Context: an optimization exercise on an open-source flow, tuned for small area and a short achievable clock period. The choices shown serve that exercise and are no tape-out recipe. At most, simulation tests tie the RTL to the original design; equivalence was not proved. No activity file was given, so power comes from the tool's default toggle rates.

Design ahb3lite_mem_slave, start of the top module:
module ahb3lite_mem_slave (
    input  logic        HCLK,
    input  logic        HRESET,
    input  logic        HSEL,
    input  logic [31:0] HADDR,
    input  logic [1:0]  HTRANS,
    input  logic        HWRITE,
    input  logic [31:0] HWDATA,
    input  logic        HREADY,
    output logic        HREADYOUT,
    output logic        HRESP,
    output logic [31:0] HRDATA,
    output logic [31:0] mem_WR_addr,
    output logic        mem_write_flag,
    output logic [31:0] HWDATA_toMem,
    output logic [15:0] wr_count
);
    logic        ready_q;    
    logic        resp_q;     
    logic [3:0]  flag_q;     
    logic [5:0]  waddr_q;    
    logic [7:0]  whi_q;      
    logic [7:0]  wlo_q;      
    logic [31:0] rdata_q;    
    logic [15:0] wr_count_q;
    logic        accept;
    logic        in_range;
    logic        err_start;
    logic        wr_start;
    logic        rd_start;
    logic        writing;
    logic [31:0] rdata_arr;
    assign in_range  = (HADDR[31:6] == 26'd0);
    assign accept    = HSEL && HREADY && ready_q && HTRANS[1];
    assign err_start = accept && !in_range;
    assign wr_start  = accept && in_range && HWRITE;
    assign rd_start  = accept && in_range && !HWRITE;
    assign writing   = |whi_q;
    always_ff @(posedge HCLK or posedge HRESET) begin
        if (HRESET) begin
            ready_q    <= 1'b1;
            resp_q     <= 1'b0;
            waddr_q    <= 6'd0;
            whi_q      <= 8'd0;
            rdata_q    <= 32'h0;
            wr_count_q <= 16'd0;
        end else begin
            ready_q    <= !err_start;
            resp_q     <= err_start || !ready_q;
            waddr_q    <= wr_start ? HADDR[5:0] : 6'd0;
            whi_q      <= wr_start ? (8'd1 << HADDR[5:3]) : 8'd0;
            rdata_q    <= rdata_arr;
            wr_count_q <= wr_count_q + {15'd0, writing};
        end
    end
  ...
For scale: ~6000 cells after synthesis, about 0.072 mm^2 of cells after synthesis.
clock: 5.5 ns
lec_check: 0
cap_margin: 20
core_margin: 2
core_utilization: 40
setup_slack_margin: 2.8
slew_margin: 20
synth_hierarchical: 1
standard.sh (not shown) runs the stock make flow with config.mk's settings and CLKGATE_MAP_FILE= SYNTH_SCRIPT=/design/flow/synth_recipe.tcl, a recipe that flattens the netlist after the stock synthesis.
==> flow/flow/run.sh <==
#!/bin/bash
# Own layout flow: the standard synthesis unchanged, then the standard
# layout with two changes:
#  - the resizer may change a cell's footprint when it repairs timing (the
#    platform default only resizes within the same footprint);
#  - clock tree synthesis clusters up to 20 flip-flops within 100 um per leaf
#    buffer and adds no dummy loads, which needs far fewer clock buffers.
# Each step's full output is in synth.log and layout.log here, and ORFS's own
# per-step logs are under orfs/logs/.
set -euo pipefail
bash standard.sh synth > synth.log 2>&1
bash standard.sh MATCH_CELL_FOOTPRINT=0 \
  "CTS_ARGS=-sink_clustering_enable -repair_clock_nets -dont_use_dummy_load -sink_clustering_size 20 -sink_clustering_max_diameter 100" \
  finish > layout.log 2>&1
The first run completed with no timing, DRC or antenna violations.
Then changed:
--- a/flow/config.mk
+++ b/flow/config.mk
@@ -9,5 +9,5 @@
 export CORE_MARGIN = 2
 export CORE_UTILIZATION = 40
-export SETUP_SLACK_MARGIN = 2.8
+export SETUP_SLACK_MARGIN = 2.5
 export SLEW_MARGIN = 20
 export SYNTH_HIERARCHICAL = 1
Effect: The changed run passed the timing, DRC and antenna checks; sequential share of layout area increases by 4.7 points; total power fell slightly; clock-buffer cell count came out lower by 1; worst setup slack loses 0.071 ns; clock power shrinks slightly; die area does not change; register-to-register slack is worse by 0.07 ns; synthesized area is unchanged; cell count drops by a few percent.
No run of this note included a check of the RTL's function; only the layout flow was run.

* * *

The RTL this note starts from:
==> flow/design.v <==
package ahb3lite_pkg;
    typedef enum logic [1:0] {
        IDLE   = 2'b00,
        BUSY   = 2'b01,
        NONSEQ = 2'b10,
        SEQ    = 2'b11
    } HTRANS_state;
    typedef enum logic [2:0] {
        S_IDLE,
        S_WAIT,
        S_DATA,
        S_ERR1,
        S_ERR2
    } slave_state_t;
    localparam logic HRESP_OKAY  = 1'b0;
    localparam logic HRESP_ERROR = 1'b1;
endpackage
module ahb3lite_mem_bit (
    input  logic clk_i,
    input  logic we_i,
    input  logic hold_i,    
    input  logic d_i,
    output logic next_o     
);
    logic q;
    assign next_o = (we_i & d_i) | (hold_i & q);
    always_ff @(posedge clk_i) begin
        q <= next_o;
    end
endmodule
module ahb3lite_oai22 (
    input  logic [1:0] sn_i,
    input  logic [1:0] d_i,
    output logic       y_no
);
    assign y_no = !(&(sn_i | d_i));
endmodule
module ahb3lite_rd_bit (
    input  logic [63:0] sel_ni,
    input  logic [63:0] bits_i,
    output logic        bit_o
);
    logic [31:0] grp_n;
    for (genvar g = 0; g < 32; g++) begin : g_oai
        ahb3lite_oai22 u_oai (
            .sn_i (sel_ni[2*g +: 2]),
            .d_i  (bits_i[2*g +: 2]),
            .y_no (grp_n[g])
        );
    end
    assign bit_o = !(|grp_n);
endmodule
module ahb3lite_sp_ram (
    input  logic        clk_i,
    input  logic [7:0]  whi_i,     
    input  logic [7:0]  wlo_i,     
    input  logic [31:0] wdata_i,
    input  logic [5:0]  raddr_i,
    output logic [31:0] rdata_o    
);
    logic [63:0] wsel;
    logic [63:0] whold;
    logic [63:0] rsel_n;
    logic [63:0] bits [32];    
    always_comb begin
        for (int w = 0; w < 64; w++) begin
            wsel[w]  = whi_i[w / 8] && wlo_i[w % 8];
            whold[w] = !wsel[w];
            rsel_n[w] = (raddr_i != 6'(w));
        end
    end
    for (genvar w = 0; w < 64; w++) begin : g_word
        for (genvar b = 0; b < 32; b++) begin : g_bit
            ahb3lite_mem_bit u_bit (
                .clk_i  (clk_i),
                .we_i   (wsel[w]),
                .hold_i (whold[w]),
                .d_i    (wdata_i[b]),
                .next_o (bits[b][w])
            );
        end
    end
    for (genvar b = 0; b < 32; b++) begin : g_rd
        ahb3lite_rd_bit u_rd (
            .sel_ni (rsel_n),
            .bits_i (bits[b]),
            .bit_o  (rdata_o[b])
        );
    end
endmodule
module ahb3lite_tap_flag (
    input  logic clk_i,
    input  logic rst_i,
    input  logic d_i,
    output logic q_o
);
    always_ff @(posedge clk_i or posedge rst_i) begin
        if (rst_i) begin
            q_o <= 1'b0;
        end else begin
            q_o <= d_i;
        end
    end
endmodule
module ahb3lite_mem_slave (
    input  logic        HCLK,
    input  logic        HRESET,
    input  logic        HSEL,
    input  logic [31:0] HADDR,
    input  logic [1:0]  HTRANS,
    input  logic        HWRITE,
    input  logic [31:0] HWDATA,
    input  logic        HREADY,
    output logic        HREADYOUT,
    output logic        HRESP,
    output logic [31:0] HRDATA,
    output logic [31:0] mem_WR_addr,
    output logic        mem_write_flag,
    output logic [31:0] HWDATA_toMem,
    output logic [15:0] wr_count
);
    logic        ready_q;    
    logic        resp_q;     
    logic [3:0]  flag_q;     
    logic [5:0]  waddr_q;    
    logic [7:0]  whi_q;      
    logic [7:0]  wlo_q;      
    logic [3:0]  rd_q;       
    logic [31:0] rdata_q;    
    logic [15:0] wr_count_q;
    logic        accept;
    logic        in_range;
    logic        err_start;
    logic        wr_start;
    logic        rd_start;
    logic        writing;
    logic [31:0] rdata_arr;
    assign in_range  = (HADDR[31:6] == 26'd0);
    assign accept    = HSEL && HREADY && ready_q && HTRANS[1];
    assign err_start = accept && !in_range;
    assign wr_start  = accept && in_range && HWRITE;
    assign rd_start  = accept && in_range && !HWRITE;
    assign writing   = |whi_q;
    always_ff @(posedge HCLK or posedge HRESET) begin
        if (HRESET) begin
            ready_q    <= 1'b1;
            resp_q     <= 1'b0;
            waddr_q    <= 6'd0;
            whi_q      <= 8'd0;
            wr_count_q <= 16'd0;
        end else begin
            ready_q    <= !err_start;
            resp_q     <= err_start || !ready_q;
            waddr_q    <= wr_start ? HADDR[5:0] : 6'd0;
            whi_q      <= wr_start ? (8'd1 << HADDR[5:3]) : 8'd0;
            wr_count_q <= wr_count_q + {15'd0, writing};
        end
    end
    for (genvar k = 0; k < 4; k++) begin : g_flag
        ahb3lite_tap_flag u_flag (
            .clk_i (HCLK),
            .rst_i (HRESET),
            .d_i   (wr_start),
            .q_o   (flag_q[k])
        );
    end
    for (genvar k = 0; k < 4; k++) begin : g_rdflag
        ahb3lite_tap_flag u_flag (
            .clk_i (HCLK),
            .rst_i (HRESET),
            .d_i   (rd_start),
            .q_o   (rd_q[k])
        );
    end
    always_ff @(posedge HCLK) begin
        wlo_q   <= 8'd1 << HADDR[2:0];
        rdata_q <= rdata_arr;
    end
    ahb3lite_sp_ram u_ram (
        .clk_i   (HCLK),
        .whi_i   (whi_q),
        .wlo_i   (wlo_q),
        .wdata_i (HWDATA),
        .raddr_i (HADDR[5:0]),
        .rdata_o (rdata_arr)
    );
    assign HREADYOUT      = ready_q;
    assign HRESP          = resp_q;
    for (genvar k = 0; k < 4; k++) begin : g_rd
        assign HRDATA[8*k +: 8] = rd_q[k] ? rdata_q[8*k +: 8] : 8'h0;
    end
    assign mem_write_flag = flag_q[0];
    assign mem_WR_addr    = {26'd0, waddr_q};
    for (genvar k = 0; k < 4; k++) begin : g_tap
        assign HWDATA_toMem[8*k +: 8] = flag_q[k] ? HWDATA[8*k +: 8] : 8'h0;
    end
    assign wr_count       = wr_count_q;
endmodule
export LEC_CHECK = 0
export CAP_MARGIN = 20
export CORE_MARGIN = 2
export CORE_UTILIZATION = 40
export SETUP_SLACK_MARGIN = 2.5
export SLEW_MARGIN = 20
export SYNTH_HIERARCHICAL = 1
create_clock -name core_clock -period 5.5 [get_ports {HCLK}]
Scripts as last shown in full above: flow/flow/run.sh
The starting point completed with no timing, DRC or antenna violations.
==> next run, changes <==
--- a/flow/flow/run.sh
+++ b/flow/flow/run.sh
@@ -3 +3 @@
-# layout with two changes:
+# layout with three changes:
@@ -7 +7,3 @@
-#    buffer and adds no dummy loads, which needs far fewer clock buffers.
+#    buffer and adds no dummy loads, which needs far fewer clock buffers;
+#  - every input and output port still gets its own buffer, but a buf_2
+#    rather than the default delay-buffer cell.
@@ -13,0 +16 @@
+  "BUFFER_PORTS_ARGS=-buffer_cell sky130_fd_sc_hd__buf_2" \
Die area does not change.
Cell area fell by 2.9%.
Sequential cell count is unchanged.
Cell count shrinks by 0.87%.
Synthesized area is unchanged.

==> separate check: timing with driven ports <==
The flow's constraints put no driver on any port. The routed layouts listed below were extracted and timed again, unchanged, in two steps. Step 1 sets driving cells, clkbuf_16 on the clock port and buf_2 on the other inputs (assumed; they add their load-dependent delay and slew). Step 2 adds t to the input delays and takes it off the output delays; t is the mean of the earliest and latest rising clock arrival at the registers after step 1. Input paths then give back, and output paths get back, about the clock's delay inside the block. Three values: no drivers, after step 1, after step 2; two values: the first two.
run	t, ns	setup WS [ns]	worst setup path at the end	clock arrival spread, ns	cell pins on the clock port's net
the first run of note 1	0.871	2.423 / 2.353 / 1.532	input to register	0.096 / 0.095	1
the second run of note 1	0.875	2.352 / 2.210 / 1.411	input to register	0.094 / 0.095	1
the first run of note 2	0.843	2.411 / 2.274 / 1.636	input to register	0.088 / 0.087	1
the second run of note 2	0.853	2.411 / 2.237 / 1.618	input to register	0.052 / 0.051	1
After both steps setup and hold are still met in every run listed. The setup slack of the second run of note 1, which loses most, moves by -0.142 ns with the drivers and by -0.941 ns with both steps.
